What follows belongs to an exercise in optimizing a design on an open flow for small area, a short achievable clock period and few clock cycles per item; a production flow would make more cautious choices.
No functional check of the RTL was part of any run shown here.
No activity file was given, so power comes from the tool's default toggle rates.

[flow/run.sh]
#!/bin/bash
# synth_recipe.tcl (not shown) runs the flow's synth.tcl, then flattens the netlist and writes it again
# the make line also repeats each setting of config.mk as NAME=value (left out here)
make -C /OpenROAD-flow-scripts/flow DESIGN_CONFIG=/design/flow/config.mk WORK_HOME=/design/flow/orfs CLKGATE_MAP_FILE= SYNTH_SCRIPT=/design/flow/synth_recipe.tcl finish
[flow/config.mk]
export PLATFORM = sky130hd
export DESIGN_NAME = pel_scaler_top
export DESIGN_NICKNAME = pel_scaler_top
export VERILOG_FILES = /design/flow/design.v
export SDC_FILE = /design/flow/constraint.sdc
export NUM_CORES = 4
export LEC_CHECK = 0
export CAP_MARGIN = 20
export CORE_MARGIN = 2
export CORE_UTILIZATION = 40
export SETUP_SLACK_MARGIN = 4.5
export SLEW_MARGIN = 20
export SYNTH_HIERARCHICAL = 1
[flow/constraint.sdc]
create_clock -name core_clock -period 8.0 [get_ports {clk}]
set_input_delay 1.6000 -clock core_clock [delete_from_list [all_inputs] [get_ports {clk}]]
set_output_delay 1.6000 -clock core_clock [all_outputs]
set_load 0.01 [all_outputs]
[flow/design.v]
package pel_pkg;
    localparam int PEL_WIDTH = 16;
    localparam int ACC_WIDTH = 32;
    typedef logic [PEL_WIDTH-1:0] pel_t;
    typedef logic [ACC_WIDTH-1:0] acc_t;
endpackage
package coef_pkg;
    localparam int COEF_WIDTH = 16;
    localparam int FRAC_BITS = 11;
    typedef logic [COEF_WIDTH-1:0] coef_t;
    localparam coef_t COEF_ONE = coef_t'(1 << FRAC_BITS);
endpackage
module scaler (
    input  logic          clk,
    input  logic          rst_n,
    input  logic          in_write,
    input  pel_pkg::pel_t in_din,
    output logic          in_full,
    input  logic [15:0]   coef,
    input  logic          out_read,
    output pel_pkg::pel_t out_dout,
    output logic          out_empty
);
    logic          v1, v2;
    pel_pkg::pel_t pel_d, pel_q;
    logic [7:0]    one_d, two_d, neg_d, one_q, two_q, neg_q;
    logic          b15_d, b15_q;
    logic [15:0]   s_d, c_d;
    logic [15:1]   t_d, g_d, t_q, g_q;
    logic          y0_d, y0_q, ci_d, ci_q;
    logic          lowc_d;
    logic          go2, adv, acc;
    mul_enc u_enc (
        .b   (coef),
        .one (one_d),
        .two (two_d),
        .neg (neg_d),
        .b15 (b15_d)
    );
    always_ff @(posedge clk)
    begin
        one_q <= one_d;
        two_q <= two_d;
        neg_q <= neg_d;
        b15_q <= b15_d;
    end
    assign go2     = ~v2 | out_read;
    assign adv     = v1 & go2;
    assign in_full = v1 & ~go2;
    assign acc     = in_write & ~in_full;
    lane_hold u_hold (
        .d   (in_din),
        .q   (pel_q),
        .v1  (v1),
        .v2  (v2),
        .rd  (out_read),
        .y   (pel_d)
    );
    mul_tree u_tree (
        .a    (pel_q),
        .one  (one_q),
        .two  (two_q),
        .neg  (neg_q),
        .b15  (b15_q),
        .s    (s_d),
        .c    (c_d),
        .lowc (lowc_d)
    );
    assign t_d  = s_d[15:1] | c_d[15:1];
    assign g_d  = s_d[15:1] & c_d[15:1];
    assign y0_d = s_d[0] ^ c_d[0] ^ lowc_d;
    assign ci_d = (s_d[0] & c_d[0]) | (lowc_d & (s_d[0] | c_d[0]));
    always_ff @(posedge clk)
    begin
        pel_q <= pel_d;
        if (go2)
        begin
            t_q  <= t_d;
            g_q  <= g_d;
            y0_q <= y0_d;
            ci_q <= ci_d;
        end
    end
    always_ff @(posedge clk or negedge rst_n)
    begin
        if (!rst_n)
        begin
            v1 <= 1'b0;
            v2 <= 1'b0;
        end
        else
        begin
            v1 <= acc | (v1 & ~adv);
            if (go2)
                v2 <= v1;
        end
    end
    mul_cpa u_cpa (
        .t  (t_q),
        .g  (g_q),
        .ci (ci_q),
        .y  (out_dout[15:1])
    );
    assign out_dout[0] = y0_q;
    assign out_empty   = ~v2;
endmodule
module lane_hold (
    input  logic [15:0] d,
    input  logic [15:0] q,
    input  logic        v1,
    input  logic        v2,
    input  logic        rd,
    output logic [15:0] y
);
    assign y = (v1 & v2 & ~rd) ? q : d;
endmodule
module mul_tree (
    input  logic [15:0] a,
    input  logic [7:0]  one,
    input  logic [7:0]  two,
    input  logic [7:0]  neg,
    input  logic        b15,
    output logic [15:0] s,
    output logic [15:0] c,
    output logic        lowc
);
    logic pp_0_0;
    logic pp_0_1;
    logic pp_0_2;
    logic pp_0_3;
    logic pp_0_4;
    logic pp_0_5;
    logic pp_0_6;
    logic pp_0_7;
    logic pp_0_8;
    logic pp_0_9;
    logic pp_0_10;
    logic pp_0_11;
    logic pp_0_12;
    logic pp_0_13;
    logic pp_0_14;
    logic pp_0_15;
    logic pp_0_16;
    logic ns_0;
    logic pp_1_0;
    logic pp_1_1;
    logic pp_1_2;
    logic pp_1_3;
    logic pp_1_4;
    logic pp_1_5;
    logic pp_1_6;
    logic pp_1_7;
    logic pp_1_8;
    logic pp_1_9;
    logic pp_1_10;
    logic pp_1_11;
    logic pp_1_12;
    logic pp_1_13;
    logic pp_1_14;
    logic pp_1_15;
    logic pp_1_16;
    logic ns_1;
    logic pp_2_0;
    logic pp_2_1;
    logic pp_2_2;
    logic pp_2_3;
    logic pp_2_4;
    logic pp_2_5;
    logic pp_2_6;
    logic pp_2_7;
    logic pp_2_8;
    logic pp_2_9;
    logic pp_2_10;
    logic pp_2_11;
    logic pp_2_12;
    logic pp_2_13;
    logic pp_2_14;
    logic pp_2_15;
    logic pp_2_16;
    logic ns_2;
    logic pp_3_0;
    logic pp_3_1;
    logic pp_3_2;
    logic pp_3_3;
    logic pp_3_4;
    logic pp_3_5;
    logic pp_3_6;
    logic pp_3_7;
    logic pp_3_8;
    logic pp_3_9;
    logic pp_3_10;
    logic pp_3_11;
    logic pp_3_12;
    logic pp_3_13;
    logic pp_3_14;
    logic pp_3_15;
    logic pp_3_16;
    logic ns_3;
    logic pp_4_0;
    logic pp_4_1;
    logic pp_4_2;
    logic pp_4_3;
    logic pp_4_4;
    logic pp_4_5;
    logic pp_4_6;
    logic pp_4_7;
    logic pp_4_8;
    logic pp_4_9;
    logic pp_4_10;
    logic pp_4_11;
    logic pp_4_12;
    logic pp_4_13;
    logic pp_4_14;
    logic pp_4_15;
    logic pp_4_16;
    logic ns_4;
    logic pp_5_0;
    logic pp_5_1;
    logic pp_5_2;
    logic pp_5_3;
    logic pp_5_4;
    logic pp_5_5;
    logic pp_5_6;
    logic pp_5_7;
    logic pp_5_8;
    logic pp_5_9;
    logic pp_5_10;
    logic pp_5_11;
    logic pp_5_12;
    logic pp_5_13;
    logic pp_5_14;
    logic pp_5_15;
    logic pp_5_16;
    logic pp_6_0;
    logic pp_6_1;
    logic pp_6_2;
    logic pp_6_3;
    logic pp_6_4;
    logic pp_6_5;
    logic pp_6_6;
    logic pp_6_7;
    logic pp_6_8;
    logic pp_6_9;
    logic pp_6_10;
    logic pp_6_11;
    logic pp_6_12;
    logic pp_6_13;
    logic pp_6_14;
    logic pp_7_0;
    logic pp_7_1;
    logic pp_7_2;
    logic pp_7_3;
    logic pp_7_4;
    logic pp_7_5;
    logic pp_7_6;
    logic pp_7_7;
    logic pp_7_8;
    logic pp_7_9;
    logic pp_7_10;
    logic pp_7_11;
    logic pp_7_12;
    logic pp_8_0;
    logic pp_8_1;
    logic pp_8_2;
    logic pp_8_3;
    logic pp_8_4;
    logic pp_8_5;
    logic pp_8_6;
    logic pp_8_7;
    logic pp_8_8;
    logic pp_8_9;
    logic pp_8_10;
    logic nc_17;
    logic nc_18;
    logic nc_20;
    logic nc_22;
    logic nc_24;
    logic nc_26;
    logic hs_0;
    logic hc_0;
    logic hs_1;
    logic hc_1;
    logic fs_0;
    logic fc_0;
    logic hs_2;
    logic hc_2;
    logic fs_1;
    logic fc_1;
    logic hs_3;
    logic hc_3;
    logic fs_2;
    logic fc_2;
    logic fs_3;
    logic fc_3;
    logic hs_4;
    logic hc_4;
    logic fs_4;
    logic fc_4;
    logic fs_5;
    logic fc_5;
    logic hs_5;
    logic hc_5;
    logic fs_6;
    logic fc_6;
    logic fs_7;
    logic fc_7;
    logic fs_8;
    logic fc_8;
    logic hs_6;
    logic hc_6;
    logic fs_9;
    logic fc_9;
    logic fs_10;
    logic fc_10;
    logic fs_11;
    logic fc_11;
    logic hs_7;
    logic hc_7;
    logic fs_12;
    logic fc_12;
    logic fs_13;
    logic fc_13;
    logic fs_14;
    logic fc_14;
    logic fs_15;
    logic fc_15;
    logic hs_8;
    logic hc_8;
    logic fs_16;
    logic fc_16;
    logic fs_17;
    logic fc_17;
    logic fs_18;
    logic fc_18;
    logic fs_19;
    logic fc_19;
    logic hs_9;
    logic hc_9;
    logic fs_20;
    logic fc_20;
    logic fs_21;
    logic fc_21;
    logic fs_22;
    logic fc_22;
    logic fs_23;
    logic fc_23;
    logic fs_24;
    logic fc_24;
    logic hs_10;
    logic hc_10;
    logic fs_25;
    logic fc_25;
    logic fs_26;
    logic fc_26;
    logic fs_27;
    logic fc_27;
    logic fs_28;
    logic fc_28;
    logic fs_29;
    logic fc_29;
    logic hs_11;
    logic hc_11;
    logic fs_30;
    logic fc_30;
    logic fs_31;
    logic fc_31;
    logic fs_32;
    logic fc_32;
    logic fs_33;
    logic fc_33;
    logic fs_34;
    logic fc_34;
    logic fs_35;
    logic fc_35;
    logic hs_12;
    logic hc_12;
    logic fs_36;
    logic fc_36;
    logic fs_37;
    logic fc_37;
    logic fs_38;
    logic fc_38;
    logic fs_39;
    logic fc_39;
    logic fs_40;
    logic fc_40;
    logic fs_41;
    logic fc_41;
    logic hs_13;
    logic hc_13;
    logic fs_42;
    logic fc_42;
    logic fs_43;
    logic fc_43;
    logic fs_44;
    logic fc_44;
    logic fs_45;
    logic fc_45;
    logic fs_46;
    logic fc_46;
    logic fs_47;
    logic fc_47;
    logic fs_48;
    logic fc_48;
    logic fs_49;
    logic fc_49;
    logic fs_50;
    logic fc_50;
    logic fs_51;
    logic fc_51;
    logic fs_52;
    logic fc_52;
    logic fs_53;
    logic fc_53;
    logic fs_54;
    logic fc_54;
    logic fs_55;
    logic fc_55;
    logic fs_56;
    logic fc_56;
    logic fs_57;
    logic fc_57;
    logic fs_58;
    logic fc_58;
    logic fs_59;
    logic fc_59;
    logic fs_60;
    logic fc_60;
    logic fs_61;
    logic fc_61;
    logic fs_62;
    logic fc_62;
    logic fs_63;
    logic fc_63;
    logic fs_64;
    logic fc_64;
    logic fs_65;
    logic fc_65;
    logic fs_66;
    logic fc_66;
    logic fs_67;
    logic fc_67;
    logic fs_68;
    logic fc_68;
    logic fs_69;
    logic fc_69;
    logic fs_70;
    logic fc_70;
    logic fs_71;
    logic fc_71;
    logic fs_72;
    logic fc_72;
    logic fs_73;
    logic fc_73;
    logic fs_74;
    logic fc_74;
    logic fs_75;
    logic fc_75;
    logic fs_76;
    logic fc_76;
    logic fs_77;
    logic fc_77;
    logic fs_78;
    logic fc_78;
    logic fs_79;
    logic fc_79;
    logic fs_80;
    logic fc_80;
    logic fs_81;
    logic fc_81;
    logic fs_82;
    logic fc_82;
    logic fs_83;
    logic fc_83;
    logic fs_84;
    logic fc_84;
    logic fs_85;
    logic fc_85;
    logic fs_86;
    logic fc_86;
    logic fs_87;
    logic fc_87;
    logic fs_88;
    logic fc_88;
    logic fs_89;
    logic fc_89;
    logic fs_90;
    logic fc_90;
    logic fs_91;
    logic fc_91;
    logic fs_92;
    logic fc_92;
    logic fs_93;
    logic fc_93;
    logic fs_94;
    logic fc_94;
    logic fs_95;
    logic fc_95;
    logic fs_96;
    logic fc_96;
    logic fs_97;
    logic fc_97;
    logic fs_98;
    logic fc_98;
    logic fs_99;
    logic fc_99;
    logic fs_100;
    logic fc_100;
    logic fs_101;
    logic fc_101;
    logic fs_102;
    logic fc_102;
    assign pp_0_0 = ((one[0] & a[0])) ^ neg[0];
    assign pp_0_1 = ((one[0] & a[1]) | (two[0] & a[0])) ^ neg[0];
    assign pp_0_2 = ((one[0] & a[2]) | (two[0] & a[1])) ^ neg[0];
    assign pp_0_3 = ((one[0] & a[3]) | (two[0] & a[2])) ^ neg[0];
    assign pp_0_4 = ((one[0] & a[4]) | (two[0] & a[3])) ^ neg[0];
    assign pp_0_5 = ((one[0] & a[5]) | (two[0] & a[4])) ^ neg[0];
    assign pp_0_6 = ((one[0] & a[6]) | (two[0] & a[5])) ^ neg[0];
    assign pp_0_7 = ((one[0] & a[7]) | (two[0] & a[6])) ^ neg[0];
    assign pp_0_8 = ((one[0] & a[8]) | (two[0] & a[7])) ^ neg[0];
    assign pp_0_9 = ((one[0] & a[9]) | (two[0] & a[8])) ^ neg[0];
    assign pp_0_10 = ((one[0] & a[10]) | (two[0] & a[9])) ^ neg[0];
    assign pp_0_11 = ((one[0] & a[11]) | (two[0] & a[10])) ^ neg[0];
    assign pp_0_12 = ((one[0] & a[12]) | (two[0] & a[11])) ^ neg[0];
    assign pp_0_13 = ((one[0] & a[13]) | (two[0] & a[12])) ^ neg[0];
    assign pp_0_14 = ((one[0] & a[14]) | (two[0] & a[13])) ^ neg[0];
    assign pp_0_15 = ((one[0] & a[15]) | (two[0] & a[14])) ^ neg[0];
    assign pp_0_16 = ((two[0] & a[15])) ^ neg[0];
    assign ns_0 = ~neg[0];
    assign pp_1_0 = ((one[1] & a[0])) ^ neg[1];
    assign pp_1_1 = ((one[1] & a[1]) | (two[1] & a[0])) ^ neg[1];
    assign pp_1_2 = ((one[1] & a[2]) | (two[1] & a[1])) ^ neg[1];
    assign pp_1_3 = ((one[1] & a[3]) | (two[1] & a[2])) ^ neg[1];
    assign pp_1_4 = ((one[1] & a[4]) | (two[1] & a[3])) ^ neg[1];
    assign pp_1_5 = ((one[1] & a[5]) | (two[1] & a[4])) ^ neg[1];
    assign pp_1_6 = ((one[1] & a[6]) | (two[1] & a[5])) ^ neg[1];
    assign pp_1_7 = ((one[1] & a[7]) | (two[1] & a[6])) ^ neg[1];
    assign pp_1_8 = ((one[1] & a[8]) | (two[1] & a[7])) ^ neg[1];
    assign pp_1_9 = ((one[1] & a[9]) | (two[1] & a[8])) ^ neg[1];
    assign pp_1_10 = ((one[1] & a[10]) | (two[1] & a[9])) ^ neg[1];
    assign pp_1_11 = ((one[1] & a[11]) | (two[1] & a[10])) ^ neg[1];
    assign pp_1_12 = ((one[1] & a[12]) | (two[1] & a[11])) ^ neg[1];
    assign pp_1_13 = ((one[1] & a[13]) | (two[1] & a[12])) ^ neg[1];
    assign pp_1_14 = ((one[1] & a[14]) | (two[1] & a[13])) ^ neg[1];
    assign pp_1_15 = ((one[1] & a[15]) | (two[1] & a[14])) ^ neg[1];
    assign pp_1_16 = ((two[1] & a[15])) ^ neg[1];
    assign ns_1 = ~neg[1];
    assign pp_2_0 = ((one[2] & a[0])) ^ neg[2];
    assign pp_2_1 = ((one[2] & a[1]) | (two[2] & a[0])) ^ neg[2];
    assign pp_2_2 = ((one[2] & a[2]) | (two[2] & a[1])) ^ neg[2];
    assign pp_2_3 = ((one[2] & a[3]) | (two[2] & a[2])) ^ neg[2];
    assign pp_2_4 = ((one[2] & a[4]) | (two[2] & a[3])) ^ neg[2];
    assign pp_2_5 = ((one[2] & a[5]) | (two[2] & a[4])) ^ neg[2];
    assign pp_2_6 = ((one[2] & a[6]) | (two[2] & a[5])) ^ neg[2];
    assign pp_2_7 = ((one[2] & a[7]) | (two[2] & a[6])) ^ neg[2];
    assign pp_2_8 = ((one[2] & a[8]) | (two[2] & a[7])) ^ neg[2];
    assign pp_2_9 = ((one[2] & a[9]) | (two[2] & a[8])) ^ neg[2];
    assign pp_2_10 = ((one[2] & a[10]) | (two[2] & a[9])) ^ neg[2];
    assign pp_2_11 = ((one[2] & a[11]) | (two[2] & a[10])) ^ neg[2];
    assign pp_2_12 = ((one[2] & a[12]) | (two[2] & a[11])) ^ neg[2];
    assign pp_2_13 = ((one[2] & a[13]) | (two[2] & a[12])) ^ neg[2];
    assign pp_2_14 = ((one[2] & a[14]) | (two[2] & a[13])) ^ neg[2];
    assign pp_2_15 = ((one[2] & a[15]) | (two[2] & a[14])) ^ neg[2];
    assign pp_2_16 = ((two[2] & a[15])) ^ neg[2];
    assign ns_2 = ~neg[2];
    assign pp_3_0 = ((one[3] & a[0])) ^ neg[3];
    assign pp_3_1 = ((one[3] & a[1]) | (two[3] & a[0])) ^ neg[3];
    assign pp_3_2 = ((one[3] & a[2]) | (two[3] & a[1])) ^ neg[3];
    assign pp_3_3 = ((one[3] & a[3]) | (two[3] & a[2])) ^ neg[3];
    assign pp_3_4 = ((one[3] & a[4]) | (two[3] & a[3])) ^ neg[3];
    assign pp_3_5 = ((one[3] & a[5]) | (two[3] & a[4])) ^ neg[3];
    assign pp_3_6 = ((one[3] & a[6]) | (two[3] & a[5])) ^ neg[3];
    assign pp_3_7 = ((one[3] & a[7]) | (two[3] & a[6])) ^ neg[3];
    assign pp_3_8 = ((one[3] & a[8]) | (two[3] & a[7])) ^ neg[3];
    assign pp_3_9 = ((one[3] & a[9]) | (two[3] & a[8])) ^ neg[3];
    assign pp_3_10 = ((one[3] & a[10]) | (two[3] & a[9])) ^ neg[3];
    assign pp_3_11 = ((one[3] & a[11]) | (two[3] & a[10])) ^ neg[3];
    assign pp_3_12 = ((one[3] & a[12]) | (two[3] & a[11])) ^ neg[3];
    assign pp_3_13 = ((one[3] & a[13]) | (two[3] & a[12])) ^ neg[3];
    assign pp_3_14 = ((one[3] & a[14]) | (two[3] & a[13])) ^ neg[3];
    assign pp_3_15 = ((one[3] & a[15]) | (two[3] & a[14])) ^ neg[3];
    assign pp_3_16 = ((two[3] & a[15])) ^ neg[3];
    assign ns_3 = ~neg[3];
    assign pp_4_0 = ((one[4] & a[0])) ^ neg[4];
    assign pp_4_1 = ((one[4] & a[1]) | (two[4] & a[0])) ^ neg[4];
    assign pp_4_2 = ((one[4] & a[2]) | (two[4] & a[1])) ^ neg[4];
    assign pp_4_3 = ((one[4] & a[3]) | (two[4] & a[2])) ^ neg[4];
    assign pp_4_4 = ((one[4] & a[4]) | (two[4] & a[3])) ^ neg[4];
    assign pp_4_5 = ((one[4] & a[5]) | (two[4] & a[4])) ^ neg[4];
    assign pp_4_6 = ((one[4] & a[6]) | (two[4] & a[5])) ^ neg[4];
    assign pp_4_7 = ((one[4] & a[7]) | (two[4] & a[6])) ^ neg[4];
    assign pp_4_8 = ((one[4] & a[8]) | (two[4] & a[7])) ^ neg[4];
    assign pp_4_9 = ((one[4] & a[9]) | (two[4] & a[8])) ^ neg[4];
    assign pp_4_10 = ((one[4] & a[10]) | (two[4] & a[9])) ^ neg[4];
    assign pp_4_11 = ((one[4] & a[11]) | (two[4] & a[10])) ^ neg[4];
    assign pp_4_12 = ((one[4] & a[12]) | (two[4] & a[11])) ^ neg[4];
    assign pp_4_13 = ((one[4] & a[13]) | (two[4] & a[12])) ^ neg[4];
    assign pp_4_14 = ((one[4] & a[14]) | (two[4] & a[13])) ^ neg[4];
    assign pp_4_15 = ((one[4] & a[15]) | (two[4] & a[14])) ^ neg[4];
    assign pp_4_16 = ((two[4] & a[15])) ^ neg[4];
    assign ns_4 = ~neg[4];
    assign pp_5_0 = ((one[5] & a[0])) ^ neg[5];
    assign pp_5_1 = ((one[5] & a[1]) | (two[5] & a[0])) ^ neg[5];
    assign pp_5_2 = ((one[5] & a[2]) | (two[5] & a[1])) ^ neg[5];
    assign pp_5_3 = ((one[5] & a[3]) | (two[5] & a[2])) ^ neg[5];
    assign pp_5_4 = ((one[5] & a[4]) | (two[5] & a[3])) ^ neg[5];
    assign pp_5_5 = ((one[5] & a[5]) | (two[5] & a[4])) ^ neg[5];
    assign pp_5_6 = ((one[5] & a[6]) | (two[5] & a[5])) ^ neg[5];
    assign pp_5_7 = ((one[5] & a[7]) | (two[5] & a[6])) ^ neg[5];
    assign pp_5_8 = ((one[5] & a[8]) | (two[5] & a[7])) ^ neg[5];
    assign pp_5_9 = ((one[5] & a[9]) | (two[5] & a[8])) ^ neg[5];
    assign pp_5_10 = ((one[5] & a[10]) | (two[5] & a[9])) ^ neg[5];
    assign pp_5_11 = ((one[5] & a[11]) | (two[5] & a[10])) ^ neg[5];
    assign pp_5_12 = ((one[5] & a[12]) | (two[5] & a[11])) ^ neg[5];
    assign pp_5_13 = ((one[5] & a[13]) | (two[5] & a[12])) ^ neg[5];
    assign pp_5_14 = ((one[5] & a[14]) | (two[5] & a[13])) ^ neg[5];
    assign pp_5_15 = ((one[5] & a[15]) | (two[5] & a[14])) ^ neg[5];
    assign pp_5_16 = ((two[5] & a[15])) ^ neg[5];
    assign pp_6_0 = ((one[6] & a[0])) ^ neg[6];
    assign pp_6_1 = ((one[6] & a[1]) | (two[6] & a[0])) ^ neg[6];
    assign pp_6_2 = ((one[6] & a[2]) | (two[6] & a[1])) ^ neg[6];
    assign pp_6_3 = ((one[6] & a[3]) | (two[6] & a[2])) ^ neg[6];
    assign pp_6_4 = ((one[6] & a[4]) | (two[6] & a[3])) ^ neg[6];
    assign pp_6_5 = ((one[6] & a[5]) | (two[6] & a[4])) ^ neg[6];
    assign pp_6_6 = ((one[6] & a[6]) | (two[6] & a[5])) ^ neg[6];
    assign pp_6_7 = ((one[6] & a[7]) | (two[6] & a[6])) ^ neg[6];
    assign pp_6_8 = ((one[6] & a[8]) | (two[6] & a[7])) ^ neg[6];
    assign pp_6_9 = ((one[6] & a[9]) | (two[6] & a[8])) ^ neg[6];
    assign pp_6_10 = ((one[6] & a[10]) | (two[6] & a[9])) ^ neg[6];
    assign pp_6_11 = ((one[6] & a[11]) | (two[6] & a[10])) ^ neg[6];
    assign pp_6_12 = ((one[6] & a[12]) | (two[6] & a[11])) ^ neg[6];
    assign pp_6_13 = ((one[6] & a[13]) | (two[6] & a[12])) ^ neg[6];
    assign pp_6_14 = ((one[6] & a[14]) | (two[6] & a[13])) ^ neg[6];
    assign pp_7_0 = ((one[7] & a[0])) ^ neg[7];
    assign pp_7_1 = ((one[7] & a[1]) | (two[7] & a[0])) ^ neg[7];
    assign pp_7_2 = ((one[7] & a[2]) | (two[7] & a[1])) ^ neg[7];
    assign pp_7_3 = ((one[7] & a[3]) | (two[7] & a[2])) ^ neg[7];
    assign pp_7_4 = ((one[7] & a[4]) | (two[7] & a[3])) ^ neg[7];
    assign pp_7_5 = ((one[7] & a[5]) | (two[7] & a[4])) ^ neg[7];
    assign pp_7_6 = ((one[7] & a[6]) | (two[7] & a[5])) ^ neg[7];
    assign pp_7_7 = ((one[7] & a[7]) | (two[7] & a[6])) ^ neg[7];
    assign pp_7_8 = ((one[7] & a[8]) | (two[7] & a[7])) ^ neg[7];
    assign pp_7_9 = ((one[7] & a[9]) | (two[7] & a[8])) ^ neg[7];
    assign pp_7_10 = ((one[7] & a[10]) | (two[7] & a[9])) ^ neg[7];
    assign pp_7_11 = ((one[7] & a[11]) | (two[7] & a[10])) ^ neg[7];
    assign pp_7_12 = ((one[7] & a[12]) | (two[7] & a[11])) ^ neg[7];
    assign pp_8_0 = b15 & a[0];
    assign pp_8_1 = b15 & a[1];
    assign pp_8_2 = b15 & a[2];
    assign pp_8_3 = b15 & a[3];
    assign pp_8_4 = b15 & a[4];
    assign pp_8_5 = b15 & a[5];
    assign pp_8_6 = b15 & a[6];
    assign pp_8_7 = b15 & a[7];
    assign pp_8_8 = b15 & a[8];
    assign pp_8_9 = b15 & a[9];
    assign pp_8_10 = b15 & a[10];
    assign nc_17 = ~ns_0;
    assign nc_18 = ~ns_0;
    assign nc_20 = ~pp_8_4;
    assign nc_22 = ~pp_8_6;
    assign nc_24 = ~pp_8_8;
    assign nc_26 = ~pp_8_10;
    mul_ha u_hs_0 (.a(neg[1]), .b(pp_0_2), .s(hs_0), .c(hc_0));
    mul_ha u_hs_1 (.a(pp_0_3), .b(pp_1_1), .s(hs_1), .c(hc_1));
    mul_fa u_fs_0 (.a(neg[2]), .b(pp_0_4), .ci(pp_1_2), .s(fs_0), .co(fc_0));
    mul_ha u_hs_2 (.a(pp_2_0), .b(hc_1), .s(hs_2), .c(hc_2));
    mul_fa u_fs_1 (.a(pp_0_5), .b(pp_1_3), .ci(pp_2_1), .s(fs_1), .co(fc_1));
    mul_ha u_hs_3 (.a(hc_2), .b(fc_0), .s(hs_3), .c(hc_3));
    mul_fa u_fs_2 (.a(neg[3]), .b(pp_0_6), .ci(pp_1_4), .s(fs_2), .co(fc_2));
    mul_fa u_fs_3 (.a(pp_2_2), .b(pp_3_0), .ci(fc_1), .s(fs_3), .co(fc_3));
    mul_ha u_hs_4 (.a(fs_2), .b(hc_3), .s(hs_4), .c(hc_4));
    mul_fa u_fs_4 (.a(pp_0_7), .b(pp_1_5), .ci(pp_2_3), .s(fs_4), .co(fc_4));
    mul_fa u_fs_5 (.a(pp_3_1), .b(fc_2), .ci(fs_4), .s(fs_5), .co(fc_5));
    mul_ha u_hs_5 (.a(fc_3), .b(hc_4), .s(hs_5), .c(hc_5));
    mul_fa u_fs_6 (.a(neg[4]), .b(pp_0_8), .ci(pp_1_6), .s(fs_6), .co(fc_6));
    mul_fa u_fs_7 (.a(pp_2_4), .b(pp_3_2), .ci(pp_4_0), .s(fs_7), .co(fc_7));
    mul_fa u_fs_8 (.a(fc_4), .b(fs_6), .ci(fs_7), .s(fs_8), .co(fc_8));
    mul_ha u_hs_6 (.a(fc_5), .b(hc_5), .s(hs_6), .c(hc_6));
    mul_fa u_fs_9 (.a(pp_0_9), .b(pp_1_7), .ci(pp_2_5), .s(fs_9), .co(fc_9));
    mul_fa u_fs_10 (.a(pp_3_3), .b(pp_4_1), .ci(fc_6), .s(fs_10), .co(fc_10));
    mul_fa u_fs_11 (.a(fc_7), .b(fs_9), .ci(fc_8), .s(fs_11), .co(fc_11));
    mul_ha u_hs_7 (.a(fs_10), .b(hc_6), .s(hs_7), .c(hc_7));
    mul_fa u_fs_12 (.a(neg[5]), .b(pp_0_10), .ci(pp_1_8), .s(fs_12), .co(fc_12));
    mul_fa u_fs_13 (.a(pp_2_6), .b(pp_3_4), .ci(pp_4_2), .s(fs_13), .co(fc_13));
    mul_fa u_fs_14 (.a(pp_5_0), .b(fc_9), .ci(fs_12), .s(fs_14), .co(fc_14));
    mul_fa u_fs_15 (.a(fs_13), .b(fc_10), .ci(fs_14), .s(fs_15), .co(fc_15));
    mul_ha u_hs_8 (.a(fc_11), .b(hc_7), .s(hs_8), .c(hc_8));
    mul_fa u_fs_16 (.a(pp_0_11), .b(pp_1_9), .ci(pp_2_7), .s(fs_16), .co(fc_16));
    mul_fa u_fs_17 (.a(pp_3_5), .b(pp_4_3), .ci(pp_5_1), .s(fs_17), .co(fc_17));
    mul_fa u_fs_18 (.a(fc_12), .b(fc_13), .ci(fs_16), .s(fs_18), .co(fc_18));
    mul_fa u_fs_19 (.a(fs_17), .b(fc_14), .ci(fs_18), .s(fs_19), .co(fc_19));
    mul_ha u_hs_9 (.a(fc_15), .b(fs_19), .s(hs_9), .c(hc_9));
    mul_fa u_fs_20 (.a(neg[6]), .b(pp_0_12), .ci(pp_1_10), .s(fs_20), .co(fc_20));
    mul_fa u_fs_21 (.a(pp_2_8), .b(pp_3_6), .ci(pp_4_4), .s(fs_21), .co(fc_21));
    mul_fa u_fs_22 (.a(pp_5_2), .b(pp_6_0), .ci(fc_16), .s(fs_22), .co(fc_22));
    mul_fa u_fs_23 (.a(fc_17), .b(fs_20), .ci(fs_21), .s(fs_23), .co(fc_23));
    mul_fa u_fs_24 (.a(fc_18), .b(fs_22), .ci(fs_23), .s(fs_24), .co(fc_24));
    mul_ha u_hs_10 (.a(fc_19), .b(fs_24), .s(hs_10), .c(hc_10));
    mul_fa u_fs_25 (.a(pp_0_13), .b(pp_1_11), .ci(pp_2_9), .s(fs_25), .co(fc_25));
    mul_fa u_fs_26 (.a(pp_3_7), .b(pp_4_5), .ci(pp_5_3), .s(fs_26), .co(fc_26));
    mul_fa u_fs_27 (.a(pp_6_1), .b(fc_20), .ci(fc_21), .s(fs_27), .co(fc_27));
    mul_fa u_fs_28 (.a(fs_25), .b(fs_26), .ci(fc_22), .s(fs_28), .co(fc_28));
    mul_fa u_fs_29 (.a(fc_23), .b(fs_27), .ci(fs_28), .s(fs_29), .co(fc_29));
    mul_ha u_hs_11 (.a(fc_24), .b(hc_10), .s(hs_11), .c(hc_11));
    mul_fa u_fs_30 (.a(neg[7]), .b(pp_0_14), .ci(pp_1_12), .s(fs_30), .co(fc_30));
    mul_fa u_fs_31 (.a(pp_2_10), .b(pp_3_8), .ci(pp_4_6), .s(fs_31), .co(fc_31));
    mul_fa u_fs_32 (.a(pp_5_4), .b(pp_6_2), .ci(pp_7_0), .s(fs_32), .co(fc_32));
    mul_fa u_fs_33 (.a(fc_25), .b(fc_26), .ci(fs_30), .s(fs_33), .co(fc_33));
    mul_fa u_fs_34 (.a(fs_31), .b(fs_32), .ci(fc_27), .s(fs_34), .co(fc_34));
    mul_fa u_fs_35 (.a(fs_33), .b(fc_28), .ci(fs_34), .s(fs_35), .co(fc_35));
    mul_ha u_hs_12 (.a(fc_29), .b(fs_35), .s(hs_12), .c(hc_12));
    mul_fa u_fs_36 (.a(pp_0_15), .b(pp_1_13), .ci(pp_2_11), .s(fs_36), .co(fc_36));
    mul_fa u_fs_37 (.a(pp_3_9), .b(pp_4_7), .ci(pp_5_5), .s(fs_37), .co(fc_37));
    mul_fa u_fs_38 (.a(pp_6_3), .b(pp_7_1), .ci(fc_30), .s(fs_38), .co(fc_38));
    mul_fa u_fs_39 (.a(fc_31), .b(fc_32), .ci(fs_36), .s(fs_39), .co(fc_39));
    mul_fa u_fs_40 (.a(fs_37), .b(fc_33), .ci(fs_38), .s(fs_40), .co(fc_40));
    mul_fa u_fs_41 (.a(fs_39), .b(fc_34), .ci(fs_40), .s(fs_41), .co(fc_41));
    mul_ha u_hs_13 (.a(fc_35), .b(fs_41), .s(hs_13), .c(hc_13));
    mul_fa u_fs_42 (.a(pp_8_0), .b(pp_0_16), .ci(pp_1_14), .s(fs_42), .co(fc_42));
    mul_fa u_fs_43 (.a(pp_2_12), .b(pp_3_10), .ci(pp_4_8), .s(fs_43), .co(fc_43));
    mul_fa u_fs_44 (.a(pp_5_6), .b(pp_6_4), .ci(pp_7_2), .s(fs_44), .co(fc_44));
    mul_fa u_fs_45 (.a(fc_36), .b(fc_37), .ci(fs_42), .s(fs_45), .co(fc_45));
    mul_fa u_fs_46 (.a(fs_43), .b(fs_44), .ci(fc_38), .s(fs_46), .co(fc_46));
    mul_fa u_fs_47 (.a(fc_39), .b(fs_45), .ci(fc_40), .s(fs_47), .co(fc_47));
    mul_fa u_fs_48 (.a(fs_46), .b(fc_41), .ci(fs_47), .s(fs_48), .co(fc_48));
    mul_fa u_fs_49 (.a(nc_17), .b(pp_8_1), .ci(pp_1_15), .s(fs_49), .co(fc_49));
    mul_fa u_fs_50 (.a(pp_2_13), .b(pp_3_11), .ci(pp_4_9), .s(fs_50), .co(fc_50));
    mul_fa u_fs_51 (.a(pp_5_7), .b(pp_6_5), .ci(pp_7_3), .s(fs_51), .co(fc_51));
    mul_fa u_fs_52 (.a(fc_42), .b(fc_43), .ci(fc_44), .s(fs_52), .co(fc_52));
    mul_fa u_fs_53 (.a(fs_49), .b(fs_50), .ci(fs_51), .s(fs_53), .co(fc_53));
    mul_fa u_fs_54 (.a(fc_45), .b(fs_52), .ci(fs_53), .s(fs_54), .co(fc_54));
    mul_fa u_fs_55 (.a(fc_46), .b(fs_54), .ci(fc_47), .s(fs_55), .co(fc_55));
    mul_fa u_fs_56 (.a(nc_18), .b(pp_8_2), .ci(pp_1_16), .s(fs_56), .co(fc_56));
    mul_fa u_fs_57 (.a(pp_2_14), .b(pp_3_12), .ci(pp_4_10), .s(fs_57), .co(fc_57));
    mul_fa u_fs_58 (.a(pp_5_8), .b(pp_6_6), .ci(pp_7_4), .s(fs_58), .co(fc_58));
    mul_fa u_fs_59 (.a(fc_49), .b(fc_50), .ci(fc_51), .s(fs_59), .co(fc_59));
    mul_fa u_fs_60 (.a(fs_56), .b(fs_57), .ci(fs_58), .s(fs_60), .co(fc_60));
    mul_fa u_fs_61 (.a(fc_52), .b(fc_53), .ci(fs_59), .s(fs_61), .co(fc_61));
    mul_fa u_fs_62 (.a(fs_60), .b(fc_54), .ci(fs_61), .s(fs_62), .co(fc_62));
    mul_fa u_fs_63 (.a(ns_1), .b(ns_0), .ci(pp_8_3), .s(fs_63), .co(fc_63));
    mul_fa u_fs_64 (.a(pp_2_15), .b(pp_3_13), .ci(pp_4_11), .s(fs_64), .co(fc_64));
    mul_fa u_fs_65 (.a(pp_5_9), .b(pp_6_7), .ci(pp_7_5), .s(fs_65), .co(fc_65));
    mul_fa u_fs_66 (.a(fs_63), .b(fc_56), .ci(fc_57), .s(fs_66), .co(fc_66));
    mul_fa u_fs_67 (.a(fc_58), .b(fs_64), .ci(fs_65), .s(fs_67), .co(fc_67));
    mul_fa u_fs_68 (.a(fc_59), .b(fc_60), .ci(fs_66), .s(fs_68), .co(fc_68));
    mul_fa u_fs_69 (.a(fs_67), .b(fc_61), .ci(fs_68), .s(fs_69), .co(fc_69));
    mul_fa u_fs_70 (.a(nc_20), .b(pp_2_16), .ci(pp_3_14), .s(fs_70), .co(fc_70));
    mul_fa u_fs_71 (.a(pp_4_12), .b(pp_5_10), .ci(pp_6_8), .s(fs_71), .co(fc_71));
    mul_fa u_fs_72 (.a(pp_7_6), .b(fc_63), .ci(fc_64), .s(fs_72), .co(fc_72));
    mul_fa u_fs_73 (.a(fc_65), .b(fs_70), .ci(fs_71), .s(fs_73), .co(fc_73));
    mul_fa u_fs_74 (.a(fc_66), .b(fc_67), .ci(fs_72), .s(fs_74), .co(fc_74));
    mul_fa u_fs_75 (.a(fs_73), .b(fc_68), .ci(fs_74), .s(fs_75), .co(fc_75));
    mul_fa u_fs_76 (.a(ns_2), .b(pp_8_5), .ci(pp_8_4), .s(fs_76), .co(fc_76));
    mul_fa u_fs_77 (.a(pp_3_15), .b(pp_4_13), .ci(pp_5_11), .s(fs_77), .co(fc_77));
    mul_fa u_fs_78 (.a(pp_6_9), .b(pp_7_7), .ci(fs_76), .s(fs_78), .co(fc_78));
    mul_fa u_fs_79 (.a(fc_70), .b(fc_71), .ci(fs_77), .s(fs_79), .co(fc_79));
    mul_fa u_fs_80 (.a(fs_78), .b(fc_72), .ci(fc_73), .s(fs_80), .co(fc_80));
    mul_fa u_fs_81 (.a(fs_79), .b(fc_74), .ci(fs_80), .s(fs_81), .co(fc_81));
    mul_fa u_fs_82 (.a(nc_22), .b(pp_3_16), .ci(pp_4_14), .s(fs_82), .co(fc_82));
    mul_fa u_fs_83 (.a(pp_5_12), .b(pp_6_10), .ci(pp_7_8), .s(fs_83), .co(fc_83));
    mul_fa u_fs_84 (.a(fc_76), .b(fc_77), .ci(fs_82), .s(fs_84), .co(fc_84));
    mul_fa u_fs_85 (.a(fs_83), .b(fc_78), .ci(fc_79), .s(fs_85), .co(fc_85));
    mul_fa u_fs_86 (.a(fs_84), .b(fc_80), .ci(fs_85), .s(fs_86), .co(fc_86));
    mul_fa u_fs_87 (.a(ns_3), .b(pp_8_7), .ci(pp_8_6), .s(fs_87), .co(fc_87));
    mul_fa u_fs_88 (.a(pp_4_15), .b(pp_5_13), .ci(pp_6_11), .s(fs_88), .co(fc_88));
    mul_fa u_fs_89 (.a(pp_7_9), .b(fs_87), .ci(fc_82), .s(fs_89), .co(fc_89));
    mul_fa u_fs_90 (.a(fc_83), .b(fs_88), .ci(fc_84), .s(fs_90), .co(fc_90));
    mul_fa u_fs_91 (.a(fs_89), .b(fc_85), .ci(fs_90), .s(fs_91), .co(fc_91));
    mul_fa u_fs_92 (.a(nc_24), .b(pp_4_16), .ci(pp_5_14), .s(fs_92), .co(fc_92));
    mul_fa u_fs_93 (.a(pp_6_12), .b(pp_7_10), .ci(fc_87), .s(fs_93), .co(fc_93));
    mul_fa u_fs_94 (.a(fc_88), .b(fs_92), .ci(fs_93), .s(fs_94), .co(fc_94));
    mul_fa u_fs_95 (.a(fc_89), .b(fs_94), .ci(fc_90), .s(fs_95), .co(fc_95));
    mul_fa u_fs_96 (.a(ns_4), .b(pp_8_9), .ci(pp_8_8), .s(fs_96), .co(fc_96));
    mul_fa u_fs_97 (.a(pp_5_15), .b(pp_6_13), .ci(pp_7_11), .s(fs_97), .co(fc_97));
    mul_fa u_fs_98 (.a(fs_96), .b(fc_92), .ci(fs_97), .s(fs_98), .co(fc_98));
    mul_fa u_fs_99 (.a(fc_93), .b(fs_98), .ci(fc_94), .s(fs_99), .co(fc_99));
    mul_fa u_fs_100 (.a(nc_26), .b(pp_5_16), .ci(pp_6_14), .s(fs_100), .co(fc_100));
    mul_fa u_fs_101 (.a(pp_7_12), .b(fc_96), .ci(fc_97), .s(fs_101), .co(fc_101));
    mul_fa u_fs_102 (.a(fs_100), .b(fc_98), .ci(fs_101), .s(fs_102), .co(fc_102));
    logic lg_0, lt_0;
    assign lg_0 = neg[0] & pp_0_0;
    assign lt_0 = neg[0] | pp_0_0;
    logic lg_2, lt_2;
    assign lg_2 = pp_1_0 & hs_0;
    assign lt_2 = pp_1_0 | hs_0;
    logic lg_3, lt_3;
    assign lg_3 = hc_0 & hs_1;
    assign lt_3 = hc_0 | hs_1;
    logic lg_4, lt_4;
    assign lg_4 = fs_0 & hs_2;
    assign lt_4 = fs_0 | hs_2;
    logic lg_5, lt_5;
    assign lg_5 = fs_1 & hs_3;
    assign lt_5 = fs_1 | hs_3;
    logic lg_6, lt_6;
    assign lg_6 = fs_3 & hs_4;
    assign lt_6 = fs_3 | hs_4;
    logic lg_7, lt_7;
    assign lg_7 = fs_5 & hs_5;
    assign lt_7 = fs_5 | hs_5;
    logic lg_8, lt_8;
    assign lg_8 = fs_8 & hs_6;
    assign lt_8 = fs_8 | hs_6;
    logic lg_9, lt_9;
    assign lg_9 = fs_11 & hs_7;
    assign lt_9 = fs_11 | hs_7;
    logic lg_10, lt_10;
    assign lg_10 = fs_15 & hs_8;
    assign lt_10 = fs_15 | hs_8;
    logic lcg0, lct0;
    assign lcg0 = 1'b0 | (pp_0_1 & lg_0);
    assign lct0 = pp_0_1 & lt_0;
    logic lcg1, lct1;
    assign lcg1 = lg_4 | (lt_4 & lg_3);
    assign lct1 = lt_4 & lt_3;
    logic lcg2, lct2;
    assign lcg2 = lcg1 | (lct1 & lg_2);
    assign lct2 = lct1 & lt_2;
    logic lcg3, lct3;
    assign lcg3 = lcg2 | (lct2 & lcg0);
    assign lct3 = lct2 & lct0;
    logic lcg4, lct4;
    assign lcg4 = lg_7 | (lt_7 & lg_6);
    assign lct4 = lt_7 & lt_6;
    logic lcg5, lct5;
    assign lcg5 = lcg4 | (lct4 & lg_5);
    assign lct5 = lct4 & lt_5;
    logic lcg6, lct6;
    assign lcg6 = lg_10 | (lt_10 & lg_9);
    assign lct6 = lt_10 & lt_9;
    logic lcg7, lct7;
    assign lcg7 = lcg6 | (lct6 & lg_8);
    assign lct7 = lct6 & lt_8;
    logic lcg8, lct8;
    assign lcg8 = lcg7 | (lct7 & lcg5);
    assign lct8 = lct7 & lct5;
    logic lcg9, lct9;
    assign lcg9 = lcg8 | (lct8 & lcg3);
    assign lct9 = lct8 & lct3;
    logic lc_g;
    assign lc_g = lcg9;
    assign lowc = lc_g;
    assign s[0] = hc_8;
    assign c[0] = hs_9;
    assign s[1] = hc_9;
    assign c[1] = hs_10;
    assign s[2] = fs_29;
    assign c[2] = hs_11;
    assign s[3] = hc_11;
    assign c[3] = hs_12;
    assign s[4] = hc_12;
    assign c[4] = hs_13;
    assign s[5] = hc_13;
    assign c[5] = fs_48;
    assign s[6] = fc_48;
    assign c[6] = fs_55;
    assign s[7] = fs_62;
    assign c[7] = fc_55;
    assign s[8] = fc_62;
    assign c[8] = fs_69;
    assign s[9] = fc_69;
    assign c[9] = fs_75;
    assign s[10] = fc_75;
    assign c[10] = fs_81;
    assign s[11] = fc_81;
    assign c[11] = fs_86;
    assign s[12] = fc_86;
    assign c[12] = fs_91;
    assign s[13] = fc_91;
    assign c[13] = fs_95;
    assign s[14] = fs_99;
    assign c[14] = fc_95;
    assign s[15] = fs_102;
    assign c[15] = fc_99;
endmodule
module mul_fa (
    input  logic a,
    input  logic b,
    input  logic ci,
    output logic s,
    output logic co
);
    assign s  = a ^ b ^ ci;
    assign co = (a & b) | (ci & (a ^ b));
endmodule
module mul_ha (
    input  logic a,
    input  logic b,
    output logic s,
    output logic c
);
    assign s = a ^ b;
    assign c = a & b;
endmodule
module mul_enc (
    input  logic [15:0] b,
    output logic [7:0]  one,
    output logic [7:0]  two,
    output logic [7:0]  neg,
    output logic        b15
);
    logic [16:0] bx;
    assign bx = {b, 1'b0};
    always_comb
    begin
        for (int j = 0; j < 8; j++)
        begin
            one[j] = bx[2*j+1] ^ bx[2*j];
            two[j] = (bx[2*j+2] & ~bx[2*j+1] & ~bx[2*j]) | (~bx[2*j+2] & bx[2*j+1] & bx[2*j]);
            neg[j] = bx[2*j+2];
        end
    end
    assign b15 = b[15];
endmodule
module mul_cpa (
    input  logic [14:0] t,
    input  logic [14:0] g,
    input  logic        ci,
    output logic [14:0] y
);
    logic g0_1;
    assign g0_1 = g[0] | (t[0] & ci);
    logic g0_3;
    assign g0_3 = g[2] | (t[2] & g[1]);
    logic t0_3;
    assign t0_3 = t[2] & t[1];
    logic g0_5;
    assign g0_5 = g[4] | (t[4] & g[3]);
    logic t0_5;
    assign t0_5 = t[4] & t[3];
    logic g0_7;
    assign g0_7 = g[6] | (t[6] & g[5]);
    logic t0_7;
    assign t0_7 = t[6] & t[5];
    logic g0_9;
    assign g0_9 = g[8] | (t[8] & g[7]);
    logic t0_9;
    assign t0_9 = t[8] & t[7];
    logic g0_11;
    assign g0_11 = g[10] | (t[10] & g[9]);
    logic t0_11;
    assign t0_11 = t[10] & t[9];
    logic g0_13;
    assign g0_13 = g[12] | (t[12] & g[11]);
    logic t0_13;
    assign t0_13 = t[12] & t[11];
    logic g0_15;
    assign g0_15 = g[14] | (t[14] & g[13]);
    logic t0_15;
    assign t0_15 = t[14] & t[13];
    logic g1_2;
    assign g1_2 = g[1] | (t[1] & g0_1);
    logic g1_3;
    assign g1_3 = g0_3 | (t0_3 & g0_1);
    logic g1_6;
    assign g1_6 = g[5] | (t[5] & g0_5);
    logic t1_6;
    assign t1_6 = t[5] & t0_5;
    logic g1_7;
    assign g1_7 = g0_7 | (t0_7 & g0_5);
    logic t1_7;
    assign t1_7 = t0_7 & t0_5;
    logic g1_10;
    assign g1_10 = g[9] | (t[9] & g0_9);
    logic t1_10;
    assign t1_10 = t[9] & t0_9;
    logic g1_11;
    assign g1_11 = g0_11 | (t0_11 & g0_9);
    logic t1_11;
    assign t1_11 = t0_11 & t0_9;
    logic g1_14;
    assign g1_14 = g[13] | (t[13] & g0_13);
    logic t1_14;
    assign t1_14 = t[13] & t0_13;
    logic g1_15;
    assign g1_15 = g0_15 | (t0_15 & g0_13);
    logic t1_15;
    assign t1_15 = t0_15 & t0_13;
    logic g2_4;
    assign g2_4 = g[3] | (t[3] & g1_3);
    logic g2_5;
    assign g2_5 = g0_5 | (t0_5 & g1_3);
    logic g2_6;
    assign g2_6 = g1_6 | (t1_6 & g1_3);
    logic g2_7;
    assign g2_7 = g1_7 | (t1_7 & g1_3);
    logic g2_12;
    assign g2_12 = g[11] | (t[11] & g1_11);
    logic t2_12;
    assign t2_12 = t[11] & t1_11;
    logic g2_13;
    assign g2_13 = g0_13 | (t0_13 & g1_11);
    logic t2_13;
    assign t2_13 = t0_13 & t1_11;
    logic g2_14;
    assign g2_14 = g1_14 | (t1_14 & g1_11);
    logic t2_14;
    assign t2_14 = t1_14 & t1_11;
    logic g2_15;
    assign g2_15 = g1_15 | (t1_15 & g1_11);
    logic t2_15;
    assign t2_15 = t1_15 & t1_11;
    logic g3_8;
    assign g3_8 = g[7] | (t[7] & g2_7);
    logic g3_9;
    assign g3_9 = g0_9 | (t0_9 & g2_7);
    logic g3_10;
    assign g3_10 = g1_10 | (t1_10 & g2_7);
    logic g3_11;
    assign g3_11 = g1_11 | (t1_11 & g2_7);
    logic g3_12;
    assign g3_12 = g2_12 | (t2_12 & g2_7);
    logic g3_13;
    assign g3_13 = g2_13 | (t2_13 & g2_7);
    logic g3_14;
    assign g3_14 = g2_14 | (t2_14 & g2_7);
    logic g3_15;
    assign g3_15 = g2_15 | (t2_15 & g2_7);
    assign y[0] = (t[0] & ~g[0]) ^ ci;
    assign y[1] = (t[1] & ~g[1]) ^ g0_1;
    assign y[2] = (t[2] & ~g[2]) ^ g1_2;
    assign y[3] = (t[3] & ~g[3]) ^ g1_3;
    assign y[4] = (t[4] & ~g[4]) ^ g2_4;
    assign y[5] = (t[5] & ~g[5]) ^ g2_5;
    assign y[6] = (t[6] & ~g[6]) ^ g2_6;
    assign y[7] = (t[7] & ~g[7]) ^ g2_7;
    assign y[8] = (t[8] & ~g[8]) ^ g3_8;
    assign y[9] = (t[9] & ~g[9]) ^ g3_9;
    assign y[10] = (t[10] & ~g[10]) ^ g3_10;
    assign y[11] = (t[11] & ~g[11]) ^ g3_11;
    assign y[12] = (t[12] & ~g[12]) ^ g3_12;
    assign y[13] = (t[13] & ~g[13]) ^ g3_13;
    assign y[14] = (t[14] & ~g[14]) ^ g3_14;
endmodule
module pel_scaler_top #(
    parameter int FLUX  = 2,
    parameter int DEPTH = 4
) (
    input  logic                              clk,
    input  logic                              rst_n,
    input  logic            [FLUX-1:0]        in_write,
    input  pel_pkg::pel_t   [FLUX-1:0]        in_din,
    output logic            [FLUX-1:0]        in_full,
    input  coef_pkg::coef_t [FLUX-1:0]        coef,
    input  logic            [FLUX-1:0]        out_read,
    output pel_pkg::pel_t   [FLUX-1:0]        out_dout,
    output logic            [FLUX-1:0]        out_empty
);
    genvar f;
    generate
        for (f = 0; f < FLUX; f++)
        begin : g_lane
            scaler u_lane (
                .clk       (clk),
                .rst_n     (rst_n),
                .in_write  (in_write[f]),
                .in_din    (in_din[f]),
                .in_full   (in_full[f]),
                .coef      (coef[f]),
                .out_read  (out_read[f]),
                .out_dout  (out_dout[f]),
                .out_empty (out_empty[f])
            );
        end
    endgenerate
endmodule
==> flow_metrics.py, run 1 <==
metrics = {
    "final_layout": {
        "final_cell_mix": "258 x xnor2_1, 174 x a22oi_1, 148 x fa_1",
        "finish.utilization_pct": 48.1,
        "final_common_cell": "xnor2_1",
        "nNetsFinal": 1880,
        "area_growth_pct": 18.8,
        "final_cells": 2119,
        "antenna_cells": 0,
        "drive_above_1_share_pct": 31.9,
    },
    "grt": {
        "grt.total_usage_pct": 19.6,
        "grt_pass1_wl_um": 66400,
        "antenna_found_initial": 0,
        "overflow": 0,
        "grt_pass1_vias": 11700,
        "grt_max_degree": 34,
    },
    "timing": {
        "finalCritPeriodShare_pct": 48.0,
        "relSlewSlack_pct": 61.8,
        "worstMarginPinSlew_ps": 573,
        "finalCriticalPeriod_ps": 3840,
        "hold_violations": 0,
        "fin_skew_ps": 17.4,
        "finalSetupViolations": 0,
        "whs_ps": 544,
        "fin_tns_setup_ps": 0,
        "clock.fmax_ghz": 0.260,
        "rsz0062_at_grt": "yes",
        "drv_slew": 0,
    },
    "run_status": {
        "outcome": "timing/DRC/antenna clean",
    },
    "cts": {
        "cts_made_buffers": 17,
        "clk_latency_ps": 460,
        "hold_buffers": 0,
        "clock_sinks": 150,
        "h-tree-depth": 4,
        "clkSlewWorstSetupHoldPaths_ps": 60,
        "cts.path.max_buffers": 2,
        "root_buffer": "clkbuf_16",
        "cts_tree": "yes",
    },
    "yosys": {
        "syn_nets": 1838,
        "avgSynthCellArea_um2": 10.8,
        "synth_flop_cell": "dfxtp_1",
        "synthTopCellsByArea": "fa_1 25%, xnor2_1 15%, edfxtp_1 12%",
        "async_reset_ff_share_pct": 2.67,
        "ys_warn_count": 8,
        "synth-seq-cells": 150,
        "yosysTopAreaCell": "fa_1",
        "syn_inst": 1532,
        "yosysTopAreaCellShare_pct": 25.2,
        "synth_edf_count": 64,
        "syn-cell-area_um2": 16500,
        "yosysUniqueCellTypes": 52,
        "synth_seq_area_share_pct": 22.2,
    },
    "route": {
        "vias_per_cell": 5.43,
        "wirelength_um": 42000,
        "post_drt_wl_per_cell_um": 19.8,
        "drt_iter0_markers": 1007,
        "detail-route-antenna-nets": 0,
        "firstDrtPassIters": 5,
        "vias": 11500,
        "drc": 0,
    },
    "pwr": {
        "ir_drop_uv": 191,
        "p_leak_nw": 7.12,
        "p_sw_share_pct": 41.0,
        "p_comb_share_pct": 68.8,
        "power_mw": 7.47,
        "p_seq_share_pct": 20.9,
        "clkPwrFrac_pct": 10.3,
        "p_int_mw": 4.41,
        "power.switching_mw": 3.06,
        "pwr_density_cell_nw_per_um2": 380,
    },
    "die": {
        "die_w_um": 207,
        "num_rows": 74,
        "die_y_um": 207,
        "die-area_um2": 43000,
        "start_util_pct": 40.5,
        "ios": 106,
        "core_um2": 40800,
    },
    "place": {
        "routabilityCongestion": 0.855,
        "dp_cells": 1954,
        "portBuffers": 105,
        "dp_hpwl_um": 28000,
    },
    "critical_path": {
        "worst-path-max-fanout": 4,
        "cpPeakStageDelay_ps": 420,
        "crit_chain": "a21oi_4, o21ai_4, a32oi_4, buf_6, o31ai_4, buf_4, a21oi_2, xnor2_1, buf_2",
        "cp.required_ps": 6400,
        "reg2regPathDepth": 10,
        "worstPathArrival_ps": 2240,
        "cp-start-kind": "flip-flop",
        "worst_setup_path_end_kind": "output pin",
        "crit_type": "reg -> out",
        "crit_slowest_cell": "edfxtp_1",
    },
    "run": {
        "cap_violations": 0,
    },
    "hold_path": {
        "hp-class": "reg -> reg",
        "hold_depth": 1,
    },
}
## power groups by stage
| stage | Combinational, mW | Clock, mW | Sequential [mW] |
|---|---|---|---|
| global placement | 4.61 | 0 | 1.62 |
| finish | 5.14 | 0.770 | 1.56 |
| floorplan | 4.53 | 0 | 1.42 |
| detailed placement | 4.71 | 0 | 1.62 |
| CTS | 4.95 | 0.792 | 1.55 |
| global route | 5.83 | 0.822 | 1.59 |
## what timing repair did
action | CTS | global route
buffers inserted | 117 | 16
endpoints found under the setup margin | 80 | 59
gates resized for setup | 296 | 132
pin swaps | 60 | 93
## metal layers
metal | wire [um] | up-vias | global-route usage (%)
met5 | 0 | - | 0
met4 | 946 | 0 | 7.73
met3 | 3050 | 61 | 4.16
met2 | 18700 | 445 | 29.3
met1 | 19300 | 5775 | 27.9
li1 | - | 5231 | -
## per-module statistics from Yosys (local to each module, per instance), excerpt
module / area [um2] / flops+latches
mul_ha: 12.5 / 0
mul_cpa: 524 / 0
mul_fa: 20.0 / 0
mul_tree: 2910 / 0
mul_enc: 272 / 0
lane_hold: 249 / 0
scaler: 2080 / 75
## worst max-delay path, delay by kind of cell, from the launching register on
kind,cells,cell delay (ps)
xor+xnor,1,130
flops,1,420
compound gates,5,770
buf+inv,3,450
## stage by stage
stage | worst slack (ps) | instance area, um2
finish | 4160 | 19600
global route | 4040 | 19600
CTS | 4080 | 19100
detailed placement | 3600 | 17200
global placement | 3610 | 17200
floorplan | 4430 | 17000
## cells in the mapped netlist, types with 18 or more instances
cell / number
buf_4: 98
and2_1: 44
nor2_1: 18
nand2b_1: 30
edfxtp_1: 64
dfxtp_1: 82
inv_1: 24
buf_2: 116
mux2_4: 20
nor2b_1: 20
ha_1: 28
a21oi_1: 26
a22oi_1: 230
or2_1: 32
nand2_1: 48
xnor2_1: 282
fa_1: 208
## registers in the layout, indices dropped and copies added, names as in the netlist
name / flops
g_lane.u_lane.neg_q: 16
g_lane.u_lane.ci_q: 2
g_lane.u_lane.t_q: 30
g_lane.u_lane.v1: 2
g_lane.u_lane.y0_q: 2
g_lane.u_lane.pel_q: 32
g_lane.u_lane.v2: 2
g_lane.u_lane.one_q: 16
g_lane.u_lane.two_q: 16
g_lane.u_lane.g_q: 30
g_lane.u_lane.b15_q: 2
## cell type report
class	count	area, um2
clock inverters	12	88.8
inverters	24	90.1
clock buffers	20	468
fillers	3621	21200
well taps	532	666
multi-input cells	1128	12200
repair buffers	253	2270
flip-flops and latches	150	3880
## cell families after synthesis
family                   Yosys count  share of synthesized area (%)
flip-flops                       150                           22.2
adder cells (fa/ha/maj)          236                           27.3
multiplexers                      32                           2.63
buffers and inverters            254                           9.05
AO/OA/AOI/OAI                    334                           15.2
AND/OR/NAND/NOR                  230                           8.01
XOR/XNOR                         296                           15.7
## worst paths after layout
kind                                                   startpoint                                end  slack [ps]
worst min-delay path                g_lane[0].u_lane.v1$_DFF_PN0_    g_lane[0].u_lane.v2$_DFFE_PN0P_         540
max in group asynchronous                                   rst_n      g_lane[1].u_lane.v1$_DFF_PN0_        6500
worst min register to register      g_lane[0].u_lane.v1$_DFF_PN0_    g_lane[0].u_lane.v2$_DFFE_PN0P_         540
worst max-delay path              g_lane[1].u_lane.ci_q$_DFFE_PP_                       out_dout[30]        4160
min in group asynchronous                                   rst_n    g_lane[0].u_lane.v2$_DFFE_PN0P_        1340
worst max register to register  g_lane[0].u_lane.two_q[1]$_DFF_P_  g_lane[0].u_lane.t_q[5]$_DFFE_PP_        4280
==> inputs of run 2 (changes only) <==
--- a/flow/config.mk
+++ b/flow/config.mk
@@ -8,6 +8,6 @@
 export CAP_MARGIN = 20
 export CORE_MARGIN = 2
 export CORE_UTILIZATION = 40
-export SETUP_SLACK_MARGIN = 4.5
+export SETUP_SLACK_MARGIN = 5
 export SLEW_MARGIN = 20
 export SYNTH_HIERARCHICAL = 1
==> run 2 against run 1 <==
Still clean on timing, DRC and antenna. Count of clock-buffer cells in the layout fell by 3. Hold slack improved by 14 ps. Sequential share of layout area down 1.1 points. Sequential cell count did not move. Power is 8.6% higher. Final cell count rose by 2.2%. Clock skew shrank 2.7 ps. Combinational power increased by 12%. Critical path type unchanged. Critical endpoint is now out_dout[6]. Largest power group unchanged. Highest routed layer unchanged.
==> flow_metrics.py, run 2 <==
metrics = {
    "timing": {
        "whs_ps": 557,
        "drv_slew": 0,
        "finalCritPeriodShare_pct": 48.2,
        "relSlewSlack_pct": 62.2,
        "finalSetupViolations": 0,
        "fin_tns_setup_ps": 0,
        "clock.fmax_ghz": 0.259,
        "finalCriticalPeriod_ps": 3860,
        "worstMarginPinSlew_ps": 567,
        "rsz0062_at_grt": "yes",
        "fin_skew_ps": 14.8,
        "hold_violations": 0,
        "fin_ws_ps": 4140,
    },
    "yosys": {
        "yosysUniqueCellTypes": 52,
        "synth_seq_area_share_pct": 22.2,
        "yosysTopAreaCellShare_pct": 25.2,
        "ys_warn_count": 8,
        "syn_nets": 1838,
        "synth_commonest_cells": "282 x xnor2_1, 230 x a22oi_1, 208 x fa_1, 116 x buf_2, 98 x buf_4",
        "async_reset_ff_share_pct": 2.67,
        "synth.most_common_cell": "xnor2_1",
        "synthTopCellsByArea": "fa_1 25%, xnor2_1 15%, edfxtp_1 12%",
        "synth-seq-cells": 150,
        "syn-cell-area_um2": 16500,
        "syn_inst": 1532,
        "synth_flop_cell": "dfxtp_1",
        "avgSynthCellArea_um2": 10.8,
        "synth_edf_count": 64,
        "yosysTopAreaCell": "fa_1",
    },
    "cts": {
        "clk_latency_ps": 460,
        "hold_buffers": 0,
        "cts_made_buffers": 17,
        "root_buffer": "clkbuf_16",
        "h-tree-depth": 4,
        "clkSlewWorstSetupHoldPaths_ps": 60,
        "cts_tree": "yes",
        "cts.path.max_buffers": 2,
        "clock_sinks": 150,
    },
    "critical_path": {
        "cp_top_family": "compound AO/OA/AOI/OAI gates",
        "crit_chain": "a21oi_4, o21ai_4, buf_6, buf_6, a21oi_4, buf_6, buf_6, inv_4, a21oi_4, xnor2_2, buf_2",
        "cp-start-kind": "flip-flop",
        "crit_type": "reg -> out",
        "worstPathArrival_ps": 2260,
        "crit_slowest_cell": "edfxtp_1",
        "cpPeakStageDelay_ps": 430,
        "crit_top_cell": "buf_6",
        "worst_setup_path_end_kind": "output pin",
        "worstPathBufferInverterCount": 6,
        "worst-path-max-fanout": 3,
        "cp.required_ps": 6400,
    },
    "final_layout": {
        "regMostFlops": "g_lane.u_lane.pel_q",
        "final_common_cell": "xnor2_1",
        "antenna_cells": 0,
        "final_cell_mix": "232 x xnor2_1, 143 x a22oi_1, 115 x buf_4",
        "area_growth_pct": 26.3,
        "fin_area_um2": 20900,
        "nNetsFinal": 1926,
        "largest_reg_flops": 32,
        "drive_above_1_share_pct": 43.4,
        "reg.largest.list": "g_lane.u_lane.pel_q: 32 flops, g_lane.u_lane.g_q: 30 flops, g_lane.u_lane.t_q: 30 flops",
    },
    "grt": {
        "grt_max_degree": 34,
        "antenna_found_initial": 0,
        "overflow": 0,
        "grt_pass1_wl_um": 67700,
        "grt.total_usage_pct": 20.0,
        "grt_pass1_vias": 12000,
    },
    "die": {
        "ios": 106,
        "core_um2": 40800,
        "die_w_um": 207,
        "die-area_um2": 43000,
        "num_rows": 74,
        "start_util_pct": 40.5,
        "die_y_um": 207,
    },
    "route": {
        "post_drt_wl_per_cell_um": 19.9,
        "vias": 11700,
        "firstDrtPassIters": 7,
        "drt_iter0_markers": 771,
        "vias_per_cell": 5.41,
        "wirelength_um": 43100,
        "detail-route-antenna-nets": 0,
        "drc": 0,
    },
    "place": {
        "dp_hpwl_um": 28700,
        "routabilityCongestion": 0.847,
        "portBuffers": 105,
        "dpl_cell_area_um2": 17700,
        "place_ws_ps": 3590,
    },
    "hold_path": {
        "hp-class": "reg -> reg",
    },
    "pwr": {
        "p_comb_share_pct": 71.1,
        "power_mw": 8.12,
        "p_leak_nw": 7.55,
        "ir_drop_uv": 207,
        "p_sw_share_pct": 40.2,
        "p_seq_share_pct": 19.3,
        "pwr_density_cell_nw_per_um2": 389,
        "power.switching_mw": 3.26,
        "clkPwrFrac_pct": 9.5,
        "p_int_mw": 4.85,
    },
    "run_status": {
        "outcome": "timing/DRC/antenna clean",
    },
    "run": {
        "cap_violations": 0,
    },
}
run 2: logic make-up (layout without fill, tap and decap cells):
logic type | after synthesis | after routing | synth area share [%]
AO/OA/AOI/OAI | 334 | 334 | 15.2
XOR/XNOR | 296 | 296 | 15.7
adder cells (fa/ha/maj) | 236 | 236 | 27.3
buffers and inverters | 254 | 355 | 9.05
flip-flops | 150 | 150 | 22.2
multiplexers | 32 | 32 | 2.63
AND/OR/NAND/NOR | 230 | 230 | 8.01
run 2: power by group through the flow:
stage,Combinational (mW),Sequential (mW),Clock [mW]
global placement,4.85,1.62,0
floorplan,4.90,1.42,0
global route,6.50,1.60,0.828
finish,5.77,1.57,0.774
detailed placement,4.97,1.63,0
CTS,5.37,1.58,0.798
run 2: routing by layer:
layer	vias up	GRT usage, %	wire length, um
met5	-	0	0
met4	0	6.70	908
met3	66	3.80	2480
met2	406	29.6	19000
met1	5917	29.3	20700
li1	5331	-	-
run 2: path summary, 6_finish.rpt:
| kind | to | startpoint | slack, ps | cells after the start |
|---|---|---|---|---|
| min reg2reg | g_lane[0].u_lane.pel_q[0]$_DFF_P_ | g_lane[0].u_lane.pel_q[0]$_DFF_P_ | 560 | 1 |
| min in group asynchronous | g_lane[0].u_lane.v1$_DFF_PN0_ | rst_n | 1340 | 1 |
| max | out_dout[6] | g_lane[0].u_lane.t_q[1]$_DFFE_PP_ | 4140 | 11 |
| min | g_lane[0].u_lane.pel_q[0]$_DFF_P_ | g_lane[0].u_lane.pel_q[0]$_DFF_P_ | 560 | 1 |
| max reg2reg | g_lane[0].u_lane.y0_q$_DFFE_PP_ | g_lane[0].u_lane.one_q[1]$_DFF_P_ | 4280 | 11 |
| max in group asynchronous | g_lane[0].u_lane.v2$_DFFE_PN0P_ | rst_n | 6500 | 1 |
run 2: cell type report:
class	instances	area, um2
tap	532	666
clock inverter	15	145
fill	3558	19900
sequential	150	3900
multi-input combinational	1128	12900
inverter	24	97.6
clock buffer	17	425
timing repair buffer	299	2780
run 2: modules after synthesis (local to each module, per instance), excerpt:
module | flip-flops and latches | cell area, um2 | times used
mul_ha | 0 | 12.5 | 28
mul_cpa | 0 | 524 | 2
mul_enc | 0 | 272 | 2
mul_tree | 0 | 2910 | 2
lane_hold | 0 | 249 | 2
mul_fa | 0 | 20.0 | 206
scaler | 75 | 2080 | 2
run 2: repair_timing:
item                       4_1_cts  5_1_grt
pin swaps                      180      138
buffers inserted               114       63
gates resized for setup        415      125
setup endpoints to repair       99       91
run 2: stage by stage:
| stage | util (%) | std cells |
|---|---|---|
| after floorplan | - | 1532 |
| after global placement | 43.3 | 1956 |
| after detailed placement | 43.3 | 1956 |
| after CTS | 48.7 | 2102 |
| after global routing | 51.2 | 2165 |
| final | 51.2 | 2165 |

[separate check: timing with driven ports]
No port has a modelled driver above. Below, the same layouts with a new extraction and two added sets of constraints.
Step 1, drivers: a clkbuf_16 drives clk and a buf_2 each remaining input, both assumed.
Step 2 moves the port delays by t, midway between the first and last clock arrival at a register: inputs arrive t later, outputs are due t later. That takes back most of the time a late clock gives input paths.
Slacks: no drivers / after step 1 / after step 2; pairs: no drivers / after step 1.
| run | t, ns | setup slack, ns | hold slack, ns | worst setup path at the end | cell pins on the clock port's net |
|---|---|---|---|---|---|
| run 1 | 0.507 | 4.159 / 4.102 / 4.281 | 0.544 / 0.544 / 0.544 | register to register | 1 |
| run 2 | 0.506 | 4.142 / 4.087 / 4.279 | 0.557 / 0.557 / 0.557 | register to register | 1 |
After both steps every run listed still meets setup and hold.
